Context: an optimization exercise on an open-source flow, tuned for small area and a short achievable clock period. The choices shown serve that exercise and are no tape-out recipe. Only simulation tests tie the RTL to the original design; equivalence was not proved. Power figures rest on the tool's default switching activity, not on a simulated workload.

==> run C <==
==> flow/design.v <==
package softmc_pkg;
  localparam int INSTR_WIDTH     = 32;
  localparam int IMEM_DEPTH      = 64;
  localparam int IMEM_ADDR_WIDTH = 6;
  localparam int ROW_ADDR_WIDTH = 17;
  localparam int BG_WIDTH       = 2;
  localparam int BANK_WIDTH     = 2;
  localparam int COL_WIDTH      = 10;
  localparam int RD_DATA_WIDTH  = 64;
  localparam int BUF_DEPTH      = 16;
  localparam int BUF_ADDR_WIDTH = $clog2(BUF_DEPTH);
  localparam int WAIT_WIDTH = 16;
  localparam int ODT_WR_DEL    = 4;
  localparam int ODT_WR_DUR    = 6;
  localparam int ODT_CNT_WIDTH = $clog2(ODT_WR_DUR);
  localparam logic [2:0] RCW_RD  = 3'b101;
  localparam logic [2:0] RCW_WR  = 3'b100;
  localparam logic [2:0] RCW_PRE = 3'b010;
  localparam logic [2:0] RCW_REF = 3'b001;
  localparam int CMD_SPARE_WIDTH  = INSTR_WIDTH - 3 - BG_WIDTH - BANK_WIDTH - ROW_ADDR_WIDTH;
  localparam int CTRL_SPARE_WIDTH = INSTR_WIDTH - 3 - WAIT_WIDTH;
  typedef enum logic [2:0] {
    OP_NOP  = 3'd0,
    OP_ACT  = 3'd1,
    OP_RD   = 3'd2,
    OP_WR   = 3'd3,
    OP_PRE  = 3'd4,
    OP_REF  = 3'd5,
    OP_WAIT = 3'd6,
    OP_END  = 3'd7
  } opcode_e;
  typedef union packed {
    struct packed {
      opcode_e                      opcode;
      logic [BG_WIDTH-1:0]          bg;
      logic [BANK_WIDTH-1:0]        bank;
      logic [ROW_ADDR_WIDTH-1:0]    addr;
      logic [CMD_SPARE_WIDTH-1:0]   spare;
    } cmd;
    struct packed {
      opcode_e                      opcode;
      logic [WAIT_WIDTH-1:0]        count;
      logic [CTRL_SPARE_WIDTH-1:0]  spare;
    } ctrl;
  } instr_u;
endpackage
`timescale 1ns/1ns
module softmc_core (
  input  logic        c0_ddr4_clk,
  input  logic        rst_n,
  input  logic        instr_valid,
  input  logic        instr_last,
  input  logic [31:0] instr_data,
  input  logic        rd_valid,
  input  logic [63:0] rd_data,
  output logic        ddr_act_n,
  output logic        ddr_cs_n,
  output logic [16:0] ddr_adr,
  output logic [1:0]  ddr_bg,
  output logic [1:0]  ddr_ba,
  output logic        ddr_odt,
  output logic        c2h_valid,
  output logic [63:0] c2h_data,
  output logic        c2h_last,
  output logic        seq_done
);
  localparam int SW = 22;                                    
  localparam logic [SW-1:0] END_WORD = {1'b0, 4'b0, 3'd7, 14'b0};
  logic [SW-1:0] bank_e [0:31];    
  logic [SW-1:0] bank_o [0:30];    
  logic [31:0]   sel_e, sel_o;     
  logic          par;              
  logic          running;          
  logic          start;            
  logic          go;               
  logic [15:0]   wcnt;             
  logic [SW-1:0] fe, fo;           
  logic [SW-1:0] x;                
  logic [SW-1:0] enc;
  logic          load, adv;
  always_comb begin
    logic is_act, is_wait;
    is_act  = instr_data[31:29] == 3'd1;
    is_wait = instr_data[31:29] == 3'd6;
    enc[21]    = is_act;
    enc[20:17] = instr_data[28:25];
    enc[16:14] = is_act ? instr_data[24:22] : instr_data[31:29];
    enc[13:12] = instr_data[21:20];
    enc[11:0]  = is_wait ? instr_data[24:13] : instr_data[19:8];
  end
  assign load = instr_valid && !running;
  always_ff @(posedge c0_ddr4_clk) begin
    for (int i = 0; i < 32; i++) begin
      if (load && !par && sel_e[i]) bank_e[i] <= enc;
    end
    for (int i = 0; i < 31; i++) begin
      if (load && par && sel_o[i]) bank_o[i] <= enc;
    end
  end
  always_ff @(posedge c0_ddr4_clk) begin
    logic [SW-1:0] re, ro;
    re = '0;
    ro = END_WORD & {SW{sel_o[31]}};
    for (int i = 0; i < 32; i++) re = re | (bank_e[i] & {SW{sel_e[i]}});
    for (int i = 0; i < 31; i++) ro = ro | (bank_o[i] & {SW{sel_o[i]}});
    fe <= re;
    fo <= ro;
  end
  assign x = par ? fo : fe;
  logic        x_act, x_rd, x_wr, x_pre, x_ref, x_wait, x_end, x_cmd, x_cnt_nz;
  logic [2:0]  x_op;
  logic [15:0] x_cnt;
  assign x_act    = x[21];
  assign x_op     = x[16:14];
  assign x_rd     = !x_act && (x_op == 3'd2);
  assign x_wr     = !x_act && (x_op == 3'd3);
  assign x_pre    = !x_act && (x_op == 3'd4);
  assign x_ref    = !x_act && (x_op == 3'd5);
  assign x_wait   = !x_act && (x_op == 3'd6);
  assign x_end    = !x_act && (x_op == 3'd7);
  assign x_cmd    = x_act || x_rd || x_wr || x_pre || x_ref;
  assign x_cnt    = {x[20:17], x[11:0]};
  assign x_cnt_nz = |x_cnt;
  assign adv = load || go;
  always_ff @(posedge c0_ddr4_clk) begin
    if (!rst_n) begin
      sel_e   <= 32'd1;
      sel_o   <= 32'd1;
      par     <= 1'b0;
      running <= 1'b0;
      start   <= 1'b0;
      go      <= 1'b0;
    end else begin
      start <= load && instr_last;
      if ((load && instr_last) || (go && x_end)) begin
        sel_e <= 32'd1;
        sel_o <= 32'd1;
        par   <= 1'b0;
      end else if (adv) begin
        if (par) sel_o <= {sel_o[30:0], sel_o[31]};
        else     sel_e <= {sel_e[30:0], sel_e[31]};
        par <= !par;
      end
      if (load && instr_last) running <= 1'b1;
      else if (go && x_end)   running <= 1'b0;
      if (start)   go <= 1'b1;
      else if (go) go <= !x_end && !(x_wait && x_cnt_nz);
      else         go <= running && (wcnt == 16'd1);
    end
  end
  always_ff @(posedge c0_ddr4_clk) begin
    if (go) wcnt <= x_cnt;
    else if (wcnt != '0) wcnt <= wcnt - 1'b1;
  end
  logic wr_pin;
  always_ff @(posedge c0_ddr4_clk) begin
    if (!rst_n) begin
      ddr_cs_n  <= 1'b1;
      ddr_act_n <= 1'b1;
      seq_done  <= 1'b0;
      wr_pin    <= 1'b0;
    end else begin
      ddr_cs_n  <= !(go && x_cmd);
      ddr_act_n <= !(go && x_act);
      seq_done  <= go && x_end;
      wr_pin    <= go && x_wr;
    end
  end
  always_ff @(posedge c0_ddr4_clk) begin
    ddr_bg  <= x[20:19];
    ddr_ba  <= x[18:17];
    if (x_act) begin
      ddr_adr <= x[16:0];
    end else begin
      ddr_adr[16:14] <= x_rd  ? 3'b101 :
                        x_wr  ? 3'b100 :
                        x_pre ? 3'b010 : 3'b001;
      ddr_adr[13:10] <= 4'b0;
      ddr_adr[9:0]   <= (x_rd || x_wr) ? x[9:0] : 10'b0;
    end
  end
  logic [2:0] wr_dly;      
  logic [2:0] dur_cnt;     
  always_ff @(posedge c0_ddr4_clk) begin
    if (!rst_n) begin
      wr_dly  <= '0;
      dur_cnt <= '0;
      ddr_odt <= 1'b0;
    end else begin
      wr_dly <= {wr_dly[1:0], wr_pin};
      if (wr_dly[2]) begin
        dur_cnt <= 3'd5;
        ddr_odt <= 1'b1;
      end else if (dur_cnt != '0) begin
        dur_cnt <= dur_cnt - 1'b1;
        ddr_odt <= 1'b1;
      end else begin
        ddr_odt <= 1'b0;
      end
    end
  end
  logic [63:0] rbuf [0:15];
  logic [15:0] wsel;         
  logic [15:0] rsel;         
  logic [15:0] fill;         
  logic        draining, pop, pop_last, inc, dec;
  logic [63:0] rword;
  assign pop      = (seq_done || draining) && fill[0];
  assign pop_last = pop && !fill[1];
  assign inc      = rd_valid && !pop;
  assign dec      = pop && !rd_valid;
  always_ff @(posedge c0_ddr4_clk) begin
    for (int i = 0; i < 16; i++) begin
      if (rd_valid && wsel[i]) rbuf[i] <= rd_data;
    end
  end
  always_comb begin
    rword = '0;
    for (int i = 0; i < 16; i++) rword = rword | (rbuf[i] & {64{rsel[i]}});
  end
  always_ff @(posedge c0_ddr4_clk) c2h_data <= rword;
  always_ff @(posedge c0_ddr4_clk) begin
    if (!rst_n) begin
      wsel      <= 16'd1;
      rsel      <= 16'd1;
      fill      <= '0;
      draining  <= 1'b0;
      c2h_valid <= 1'b0;
      c2h_last  <= 1'b0;
    end else begin
      if (rd_valid) wsel <= {wsel[14:0], wsel[15]};
      if (pop) rsel <= {rsel[14:0], rsel[15]};
      if (inc)      fill <= {fill[14:0], 1'b1};
      else if (dec) fill <= {1'b0, fill[15:1]};
      draining  <= pop && !pop_last;
      c2h_valid <= pop;
      c2h_last  <= pop_last;
    end
  end
endmodule
==> flow/flow/run.sh <==
#!/bin/bash
# The standard layout (standard.sh, unchanged synthesis and steps) with two
# changes: every port is buffered with buf_4 instead of the default delay-cell
# buffer, and CTS adds no dummy loads. ORFS writes each step's log under
# orfs/logs; standard.sh's own output goes to standard.log here.
set -euo pipefail
export BUFFER_PORTS_ARGS="-buffer_cell sky130_fd_sc_hd__buf_4"
export CTS_ARGS="-sink_clustering_enable -repair_clock_nets -sink_clustering_size 25 -sink_clustering_max_diameter 100 -dont_use_dummy_load"
bash standard.sh > standard.log 2>&1
==> flow/standard.sh <==
#!/bin/bash
# synth_recipe.tcl (not shown) runs the flow's synth.tcl, then flattens the netlist and writes it again
# the make line also repeats each setting of config.mk as NAME=value (left out here)
make -C /OpenROAD-flow-scripts/flow DESIGN_CONFIG=/design/flow/config.mk WORK_HOME=/design/flow/orfs CLKGATE_MAP_FILE= SYNTH_SCRIPT=/design/flow/synth_recipe.tcl "${@:-finish}"
==> flow/config.mk <==
export PLATFORM = sky130hd
export DESIGN_NAME = softmc_core
export DESIGN_NICKNAME = softmc_core
export VERILOG_FILES = /design/flow/design.v
export SDC_FILE = /design/flow/constraint.sdc
export NUM_CORES = 4
export LEC_CHECK = 0
export ABC_CLOCK_PERIOD_IN_PS = 2000
export CAP_MARGIN = 20
export CORE_MARGIN = 2
export CORE_UTILIZATION = 72
export CTS_CLUSTER_DIAMETER = 100
export CTS_CLUSTER_SIZE = 25
export SETUP_SLACK_MARGIN = 1.3
export SLEW_MARGIN = 20
==> flow/constraint.sdc <==
create_clock -name core_clock -period 3.3 [get_ports {c0_ddr4_clk}]
set_input_delay 0.6600 -clock core_clock [delete_from_list [all_inputs] [get_ports {c0_ddr4_clk}]]
set_output_delay 0.6600 -clock core_clock [all_outputs]
set_load 0.01 [all_outputs]
==> inputs of run H, as changes to run C <==
==> flow/design.v, changed modules only <==
module softmc_core (
  input  logic        c0_ddr4_clk,
  input  logic        rst_n,
  input  logic        instr_valid,
  input  logic        instr_last,
  input  logic [31:0] instr_data,
  input  logic        rd_valid,
  input  logic [63:0] rd_data,
  output logic        ddr_act_n,
  output logic        ddr_cs_n,
  output logic [16:0] ddr_adr,
  output logic [1:0]  ddr_bg,
  output logic [1:0]  ddr_ba,
  output logic        ddr_odt,
  output logic        c2h_valid,
  output logic [63:0] c2h_data,
  output logic        c2h_last,
  output logic        seq_done
);
  localparam int SW = 22;                                    
  localparam logic [SW-1:0] END_WORD = {1'b0, 4'b0, 3'd7, 14'b0};
  logic [15:0] fill;         
  logic        draining, pop, pop_last, inc, dec, fill_nx0;
  logic [SW-1:0] bank_e [0:31];    
  logic [SW-1:0] bank_o [0:30];    
  logic [31:0]   sel_e, sel_o;     
  logic          par;              
  logic          fresh;            
  logic [31:0]   eff_e, eff_o;     
  logic          eff_par;
  logic          running;          
  logic          start;            
  logic          go;               
  logic [15:0]   wcnt;             
  logic [SW-1:0] fe, fo;           
  logic [SW-1:0] x;                
  logic [SW-1:0] enc;
  logic          load, adv;
  always_comb begin
    logic is_act, is_wait;
    is_act  = instr_data[31:29] == 3'd1;
    is_wait = instr_data[31:29] == 3'd6;
    enc[21]    = is_act;
    enc[20:17] = instr_data[28:25];
    enc[16:14] = is_act ? instr_data[24:22] : instr_data[31:29];
    enc[13:12] = instr_data[21:20];
    enc[11:0]  = is_wait ? instr_data[24:13] : instr_data[19:8];
  end
  assign load = instr_valid && !running;
  assign eff_e   = fresh ? 32'd1 : sel_e;
  assign eff_o   = fresh ? 32'd1 : sel_o;
  assign eff_par = fresh ? 1'b0 : par;
  always_ff @(posedge c0_ddr4_clk) begin
    for (int i = 0; i < 32; i++) begin
      if (!running && !eff_par && eff_e[i]) bank_e[i] <= enc;
    end
    for (int i = 0; i < 31; i++) begin
      if (!running && eff_par && eff_o[i]) bank_o[i] <= enc;
    end
  end
  always_ff @(posedge c0_ddr4_clk) begin
    logic [SW-1:0] re, ro;
    re = '0;
    ro = END_WORD & {SW{sel_o[31]}};
    for (int i = 0; i < 32; i++) re = re | (bank_e[i] & {SW{sel_e[i]}});
    for (int i = 0; i < 31; i++) ro = ro | (bank_o[i] & {SW{sel_o[i]}});
    fe <= re;
    fo <= ro;
  end
  assign x = par ? fo : fe;
  logic        x_act, x_rd, x_wr, x_pre, x_ref, x_wait, x_end, x_cmd, x_cnt_nz;
  logic [2:0]  x_op;
  logic [15:0] x_cnt;
  assign x_act    = x[21];
  assign x_op     = x[16:14];
  assign x_rd     = !x_act && (x_op == 3'd2);
  assign x_wr     = !x_act && (x_op == 3'd3);
  assign x_pre    = !x_act && (x_op == 3'd4);
  assign x_ref    = !x_act && (x_op == 3'd5);
  assign x_wait   = !x_act && (x_op == 3'd6);
  assign x_end    = !x_act && (x_op == 3'd7);
  assign x_cmd    = x_act || x_rd || x_wr || x_pre || x_ref;
  assign x_cnt    = {x[20:17], x[11:0]};
  assign x_cnt_nz = |x_cnt;
  assign adv = load || go;
  always_ff @(posedge c0_ddr4_clk) begin
    if (!rst_n) begin
      sel_e   <= 32'd1;
      sel_o   <= 32'd1;
      par     <= 1'b0;
      fresh   <= 1'b0;
      running <= 1'b0;
      start   <= 1'b0;
      go      <= 1'b0;
    end else begin
      start <= load && instr_last;
      fresh <= (go && x_end) || (fresh && !instr_valid);
      if (load && instr_last) begin
        sel_e <= 32'd1;
        sel_o <= 32'd1;
        par   <= 1'b0;
      end else if (adv) begin
        sel_e <= eff_par ? eff_e : {eff_e[30:0], eff_e[31]};
        sel_o <= eff_par ? {eff_o[30:0], eff_o[31]} : eff_o;
        par   <= !eff_par;
      end else begin
        sel_e <= eff_e;
        sel_o <= eff_o;
        par   <= eff_par;
      end
      if (load && instr_last) running <= 1'b1;
      else if (go && x_end)   running <= 1'b0;
      if (start)   go <= 1'b1;
      else if (go) go <= !x_end && !(x_wait && x_cnt_nz);
      else         go <= running && (wcnt == 16'd1);
    end
  end
  always_ff @(posedge c0_ddr4_clk) begin
    if (go) wcnt <= x_cnt;
    else if (wcnt != '0) wcnt <= wcnt - 1'b1;
  end
  logic wr_pin;
  logic done_r;            
  always_ff @(posedge c0_ddr4_clk) begin
    if (!rst_n) begin
      ddr_cs_n  <= 1'b1;
      ddr_act_n <= 1'b1;
      seq_done  <= 1'b0;
      done_r    <= 1'b0;
      wr_pin    <= 1'b0;
    end else begin
      ddr_cs_n  <= !(go && x_cmd);
      ddr_act_n <= !(go && x_act);
      seq_done  <= go && x_end;
      done_r    <= go && x_end && fill_nx0;
      wr_pin    <= go && x_wr;
    end
  end
  always_ff @(posedge c0_ddr4_clk) begin
    ddr_bg  <= x[20:19];
    ddr_ba  <= x[18:17];
    if (x_act) begin
      ddr_adr <= x[16:0];
    end else begin
      ddr_adr[16:14] <= x_rd  ? 3'b101 :
                        x_wr  ? 3'b100 :
                        x_pre ? 3'b010 : 3'b001;
      ddr_adr[13:10] <= 4'b0;
      ddr_adr[9:0]   <= (x_rd || x_wr) ? x[9:0] : 10'b0;
    end
  end
  logic [2:0] wr_dly;      
  logic [2:0] dur_cnt;     
  always_ff @(posedge c0_ddr4_clk) begin
    if (!rst_n) begin
      wr_dly  <= '0;
      dur_cnt <= '0;
      ddr_odt <= 1'b0;
    end else begin
      wr_dly <= {wr_dly[1:0], wr_pin};
      if (wr_dly[2]) begin
        dur_cnt <= 3'd5;
        ddr_odt <= 1'b1;
      end else if (dur_cnt != '0) begin
        dur_cnt <= dur_cnt - 1'b1;
        ddr_odt <= 1'b1;
      end else begin
        ddr_odt <= 1'b0;
      end
    end
  end
  logic [63:0] rbuf [0:15];
  logic [15:0] wsel;         
  logic [15:0] rsel;         
  logic [63:0] rword;
  assign pop      = done_r || (draining && fill[0]);
  assign fill_nx0 = inc || (dec ? fill[1] : fill[0]);
  assign pop_last = pop && !fill[1];
  assign inc      = rd_valid && !pop;
  assign dec      = pop && !rd_valid;
  always_ff @(posedge c0_ddr4_clk) begin
    for (int i = 0; i < 16; i++) begin
      if (!fill[15] && wsel[i]) rbuf[i] <= rd_data;
    end
  end
  always_comb begin
    rword = '0;
    for (int i = 0; i < 16; i++) rword = rword | (rbuf[i] & {64{rsel[i]}});
  end
  always_ff @(posedge c0_ddr4_clk) c2h_data <= rword;
  always_ff @(posedge c0_ddr4_clk) begin
    if (!rst_n) begin
      wsel      <= 16'd1;
      rsel      <= 16'd1;
      fill      <= '0;
      draining  <= 1'b0;
      c2h_valid <= 1'b0;
      c2h_last  <= 1'b0;
    end else begin
      if (rd_valid) wsel <= {wsel[14:0], wsel[15]};
      if (pop) rsel <= {rsel[14:0], rsel[15]};
      if (inc)      fill <= {fill[14:0], 1'b1};
      else if (dec) fill <= {1'b0, fill[15:1]};
      draining  <= pop && !pop_last;
      c2h_valid <= pop;
      c2h_last  <= pop_last;
    end
  end
endmodule
==> flow/run.sh (new file) <==
#!/bin/bash
# synth_recipe.tcl (not shown) runs the flow's synth.tcl, then flattens the netlist and writes it again
# the make line also repeats each setting of config.mk as NAME=value (left out here)
make -C /OpenROAD-flow-scripts/flow DESIGN_CONFIG=/design/flow/config.mk WORK_HOME=/design/flow/orfs CLKGATE_MAP_FILE= SYNTH_SCRIPT=/design/flow/synth_recipe.tcl finish
SETUP_SLACK_MARGIN = 1.4   (was 1.3)
removed: flow/flow/run.sh
removed: flow/standard.sh
==> inputs of run A, as changes to run C <==
==> flow/design.v, changed modules only <==
module softmc_core (
  input  logic        c0_ddr4_clk,
  input  logic        rst_n,
  input  logic        instr_valid,
  input  logic        instr_last,
  input  logic [31:0] instr_data,
  input  logic        rd_valid,
  input  logic [63:0] rd_data,
  output logic        ddr_act_n,
  output logic        ddr_cs_n,
  output logic [16:0] ddr_adr,
  output logic [1:0]  ddr_bg,
  output logic [1:0]  ddr_ba,
  output logic        ddr_odt,
  output logic        c2h_valid,
  output logic [63:0] c2h_data,
  output logic        c2h_last,
  output logic        seq_done
);
  localparam int SW = 22;                                    
  localparam logic [SW-1:0] END_WORD = {1'b0, 4'b0, 3'd7, 14'b0};
  logic [15:0] fill;         
  logic        draining, pop, pop_last, inc, dec, fill_nx0;
  logic [SW-1:0] bank_e [0:31];    
  logic [SW-1:0] bank_o [0:30];    
  logic [31:0]   sel_e, sel_o;     
  logic          par;              
  logic          fresh;            
  logic [31:0]   eff_e, eff_o;     
  logic          eff_par;
  logic          running;          
  logic          start;            
  logic          go;               
  logic [15:0]   wcnt;             
  logic [SW-1:0] fe, fo;           
  logic [SW-1:0] x;                
  logic [SW-1:0] enc;
  logic          load, adv;
  always_comb begin
    logic is_act, is_wait;
    is_act  = instr_data[31:29] == 3'd1;
    is_wait = instr_data[31:29] == 3'd6;
    enc[21]    = is_act;
    enc[20:17] = instr_data[28:25];
    enc[16:14] = is_act ? instr_data[24:22] : instr_data[31:29];
    enc[13:12] = instr_data[21:20];
    enc[11:0]  = is_wait ? instr_data[24:13] : instr_data[19:8];
  end
  assign load = instr_valid && !running;
  assign eff_e   = fresh ? 32'd1 : sel_e;
  assign eff_o   = fresh ? 32'd1 : sel_o;
  assign eff_par = fresh ? 1'b0 : par;
  always_ff @(posedge c0_ddr4_clk) begin
    for (int i = 0; i < 32; i++) begin
      if (!running && !eff_par && eff_e[i]) bank_e[i] <= enc;
    end
    for (int i = 0; i < 31; i++) begin
      if (!running && eff_par && eff_o[i]) bank_o[i] <= enc;
    end
  end
  always_ff @(posedge c0_ddr4_clk) begin
    logic [SW-1:0] re, ro;
    re = '0;
    ro = END_WORD & {SW{sel_o[31]}};
    for (int i = 0; i < 32; i++) re = re | (bank_e[i] & {SW{sel_e[i]}});
    for (int i = 0; i < 31; i++) ro = ro | (bank_o[i] & {SW{sel_o[i]}});
    fe <= re;
    fo <= ro;
  end
  assign x = par ? fo : fe;
  logic        x_act, x_rd, x_wr, x_pre, x_ref, x_wait, x_end, x_cmd, x_cnt_nz;
  logic [2:0]  x_op;
  logic [15:0] x_cnt;
  assign x_act    = x[21];
  assign x_op     = x[16:14];
  assign x_rd     = !x_act && (x_op == 3'd2);
  assign x_wr     = !x_act && (x_op == 3'd3);
  assign x_pre    = !x_act && (x_op == 3'd4);
  assign x_ref    = !x_act && (x_op == 3'd5);
  assign x_wait   = !x_act && (x_op == 3'd6);
  assign x_end    = !x_act && (x_op == 3'd7);
  assign x_cmd    = x_act || x_rd || x_wr || x_pre || x_ref;
  assign x_cnt    = {x[20:17], x[11:0]};
  assign x_cnt_nz = |x_cnt;
  assign adv = load || go;
  always_ff @(posedge c0_ddr4_clk) begin
    if (!rst_n) begin
      sel_e   <= 32'd1;
      sel_o   <= 32'd1;
      par     <= 1'b0;
      fresh   <= 1'b0;
      running <= 1'b0;
      start   <= 1'b0;
      go      <= 1'b0;
    end else begin
      start <= load && instr_last;
      fresh <= (go && x_end) || (fresh && !instr_valid);
      if (load && instr_last) begin
        sel_e <= 32'd1;
        sel_o <= 32'd1;
        par   <= 1'b0;
      end else if (adv) begin
        sel_e <= eff_par ? eff_e : {eff_e[30:0], eff_e[31]};
        sel_o <= eff_par ? {eff_o[30:0], eff_o[31]} : eff_o;
        par   <= !eff_par;
      end else begin
        sel_e <= eff_e;
        sel_o <= eff_o;
        par   <= eff_par;
      end
      if (load && instr_last) running <= 1'b1;
      else if (go && x_end)   running <= 1'b0;
      if (start)   go <= 1'b1;
      else if (go) go <= !x_end && !(x_wait && x_cnt_nz);
      else         go <= running && (wcnt == 16'd1);
    end
  end
  always_ff @(posedge c0_ddr4_clk) begin
    if (go) wcnt <= x_cnt;
    else if (wcnt != '0) wcnt <= wcnt - 1'b1;
  end
  logic wr_pin;
  logic done_r;            
  always_ff @(posedge c0_ddr4_clk) begin
    if (!rst_n) begin
      ddr_cs_n  <= 1'b1;
      ddr_act_n <= 1'b1;
      seq_done  <= 1'b0;
      done_r    <= 1'b0;
      wr_pin    <= 1'b0;
    end else begin
      ddr_cs_n  <= !(go && x_cmd);
      ddr_act_n <= !(go && x_act);
      seq_done  <= go && x_end;
      done_r    <= go && x_end && fill_nx0;
      wr_pin    <= go && x_wr;
    end
  end
  always_ff @(posedge c0_ddr4_clk) begin
    ddr_bg  <= x[20:19];
    ddr_ba  <= x[18:17];
    if (x_act) begin
      ddr_adr <= x[16:0];
    end else begin
      ddr_adr[16:14] <= x_rd  ? 3'b101 :
                        x_wr  ? 3'b100 :
                        x_pre ? 3'b010 : 3'b001;
      ddr_adr[13:10] <= 4'b0;
      ddr_adr[9:0]   <= (x_rd || x_wr) ? x[9:0] : 10'b0;
    end
  end
  logic [2:0] wr_dly;      
  logic [2:0] dur_cnt;     
  always_ff @(posedge c0_ddr4_clk) begin
    if (!rst_n) begin
      wr_dly  <= '0;
      dur_cnt <= '0;
      ddr_odt <= 1'b0;
    end else begin
      wr_dly <= {wr_dly[1:0], wr_pin};
      if (wr_dly[2]) begin
        dur_cnt <= 3'd5;
        ddr_odt <= 1'b1;
      end else if (dur_cnt != '0) begin
        dur_cnt <= dur_cnt - 1'b1;
        ddr_odt <= 1'b1;
      end else begin
        ddr_odt <= 1'b0;
      end
    end
  end
  logic [63:0] rbuf [0:15];
  logic [15:0] wsel;         
  logic [15:0] rsel;         
  logic [63:0] rword;
  assign pop      = done_r || (draining && fill[0]);
  assign fill_nx0 = inc || (dec ? fill[1] : fill[0]);
  assign pop_last = pop && !fill[1];
  assign inc      = rd_valid && !pop;
  assign dec      = pop && !rd_valid;
  always_ff @(posedge c0_ddr4_clk) begin
    for (int i = 0; i < 16; i++) begin
      if (!fill[15] && wsel[i]) rbuf[i] <= rd_data;
    end
  end
  always_comb begin
    rword = '0;
    for (int i = 0; i < 16; i++) rword = rword | (rbuf[i] & {64{rsel[i]}});
  end
  always_ff @(posedge c0_ddr4_clk) c2h_data <= rword;
  always_ff @(posedge c0_ddr4_clk) begin
    if (!rst_n) begin
      wsel      <= 16'd1;
      rsel      <= 16'd1;
      fill      <= '0;
      draining  <= 1'b0;
      c2h_valid <= 1'b0;
      c2h_last  <= 1'b0;
    end else begin
      if (rd_valid) wsel <= {wsel[14:0], wsel[15]};
      if (pop) rsel <= {rsel[14:0], rsel[15]};
      if (inc)      fill <= {fill[14:0], 1'b1};
      else if (dec) fill <= {1'b0, fill[15:1]};
      draining  <= pop && !pop_last;
      c2h_valid <= pop;
      c2h_last  <= pop_last;
    end
  end
endmodule
--- a/flow/flow/run.sh
+++ b/flow/flow/run.sh
@@ -5,5 +5,5 @@
 # orfs/logs; standard.sh's own output goes to standard.log here.
 set -euo pipefail
 export BUFFER_PORTS_ARGS="-buffer_cell sky130_fd_sc_hd__buf_4"
-export CTS_ARGS="-sink_clustering_enable -repair_clock_nets -sink_clustering_size 25 -sink_clustering_max_diameter 100 -dont_use_dummy_load"
+export CTS_ARGS="-sink_clustering_enable -repair_clock_nets -sink_clustering_size 22 -sink_clustering_max_diameter 90 -dont_use_dummy_load"
 bash standard.sh > standard.log 2>&1
CORE_UTILIZATION = 75   (was 72)
CTS_CLUSTER_DIAMETER = 90   (was 100)
CTS_CLUSTER_SIZE = 22   (was 25)
SETUP_SLACK_MARGIN = 1.4   (was 1.3)
==> inputs of run P, as changes to run C <==
--- a/flow/design.v
+++ b/flow/design.v
@@ -200,11 +200,16 @@
     end
   end
   logic [63:0] rbuf [0:15];
-  logic [15:0] wsel;         
+  logic [3:0]  wr_ptr;
   logic [15:0] rsel;         
   logic [15:0] fill;         
   logic        draining, pop, pop_last, inc, dec;
+  logic [15:0] wsel;
   logic [63:0] rword;
+  always_comb begin
+    wsel = '0;
+    wsel[wr_ptr] = 1'b1;
+  end
   assign pop      = (seq_done || draining) && fill[0];
   assign pop_last = pop && !fill[1];
   assign inc      = rd_valid && !pop;
@@ -221,14 +226,14 @@
   always_ff @(posedge c0_ddr4_clk) c2h_data <= rword;
   always_ff @(posedge c0_ddr4_clk) begin
     if (!rst_n) begin
-      wsel      <= 16'd1;
+      wr_ptr    <= '0;
       rsel      <= 16'd1;
       fill      <= '0;
       draining  <= 1'b0;
       c2h_valid <= 1'b0;
       c2h_last  <= 1'b0;
     end else begin
-      if (rd_valid) wsel <= {wsel[14:0], wsel[15]};
+      wr_ptr    <= wr_ptr + 4'(rd_valid);
       if (pop) rsel <= {rsel[14:0], rsel[15]};
       if (inc)      fill <= {fill[14:0], 1'b1};
       else if (dec) fill <= {1'b0, fill[15:1]};
==> flow/run.sh (new file) <==
#!/bin/bash
# synth_recipe.tcl (not shown) runs the flow's synth.tcl, then flattens the netlist and writes it again
# the make line also repeats each setting of config.mk as NAME=value (left out here)
make -C /OpenROAD-flow-scripts/flow DESIGN_CONFIG=/design/flow/config.mk WORK_HOME=/design/flow/orfs CLKGATE_MAP_FILE= SYNTH_SCRIPT=/design/flow/synth_recipe.tcl finish
CORE_UTILIZATION = 55   (was 72)
CTS_CLUSTER_DIAMETER = not set   (was 100)
CTS_CLUSTER_SIZE = not set   (was 25)
removed: flow/flow/run.sh
removed: flow/standard.sh
==> comparison <==
- In run H the final cell count is larger than in run C, by 2.9%.
- The lowest first-iteration DRC count belongs to run P, the highest to run A.
- The highest maximum frequency belongs to run H, the lowest to run P.
- Die area: run A < run C < run H < run P.
- Between run A and run H, the lower design area is in run A (gap 0.51%, measured against run H).
==> figures <==
item                                                           run P           run H           run C                    run A
Pre-Repair DR Iteration Count                                      6               6               8                        8
Startpoint of the lowest-slack hold path              instr_data[21]  instr_data[27]      instr_last              rd_data[26]
Result of the run                                     finished clean  finished clean  finished clean           finished clean
Initial Utilization                                            0.552           0.723           0.727                    0.755
Sequential share of the synthesized area                       0.824           0.824           0.826                    0.824
Sequential-cell power consumption                          38,000 uW       38,000 uW       37,800 uW                38,100 uW
GRT met1 Usage                                                 0.467           0.554           0.560                    0.572
Share of power burned in combinational logic                   0.046           0.051           0.042                    0.049
Critical register-to-register path endpoint   rbuf[10][34]$_DFFE_PP_   fo[3]$_DFF_P_  fe[13]$_DFF_P_  bank_o[14][9]$_DFFE_PP_
Via count of the first global-routing pass                    53,114          52,594          52,140                   53,954
Routed via count                                              55,804          55,417          54,687                   55,938

-- afterwards: timing with drivers on the ports --
Ports are ideal in the flow. The routed layouts listed here were re-timed in OpenROAD.
Step 1: set_driving_cell puts a clkbuf_16 on c0_ddr4_clk and a buf_2 on each other input, an assumption about the parent block.
Step 2, shift: input delay + t, output delay - t, t = (earliest + latest rising clock arrival at the registers) / 2. This alone moves slack from input paths to output paths.
Three values: ideal, step 1, step 2; two values: the first two.
run | t (ns) | setup slack, ns | hold WS [ns] | worst setup path at the end | worst register clock-pin slew, ns
run C | 0.841 | 1.266 / 1.240 / 0.598 | 0.168 / 0.135 / 0.448 | input to register | 0.10 / 0.10
run H | 0.853 | 1.329 / 1.275 / 0.686 | 0.294 / 0.228 / 0.445 | input to register | 0.10 / 0.10
run A | 0.863 | 1.304 / 1.240 / 0.633 | 0.148 / 0.101 / 0.444 | input to register | 0.09 / 0.09
run P | 1.004 | 1.202 / 1.114 / 0.429 | 0.139 / 0.070 / 0.432 | input to register | 0.07 / 0.07
After both steps setup and hold are still met in every run listed. The setup slack of run P, which loses most, moves by -0.088 ns with the drivers and by -0.773 ns with both steps.
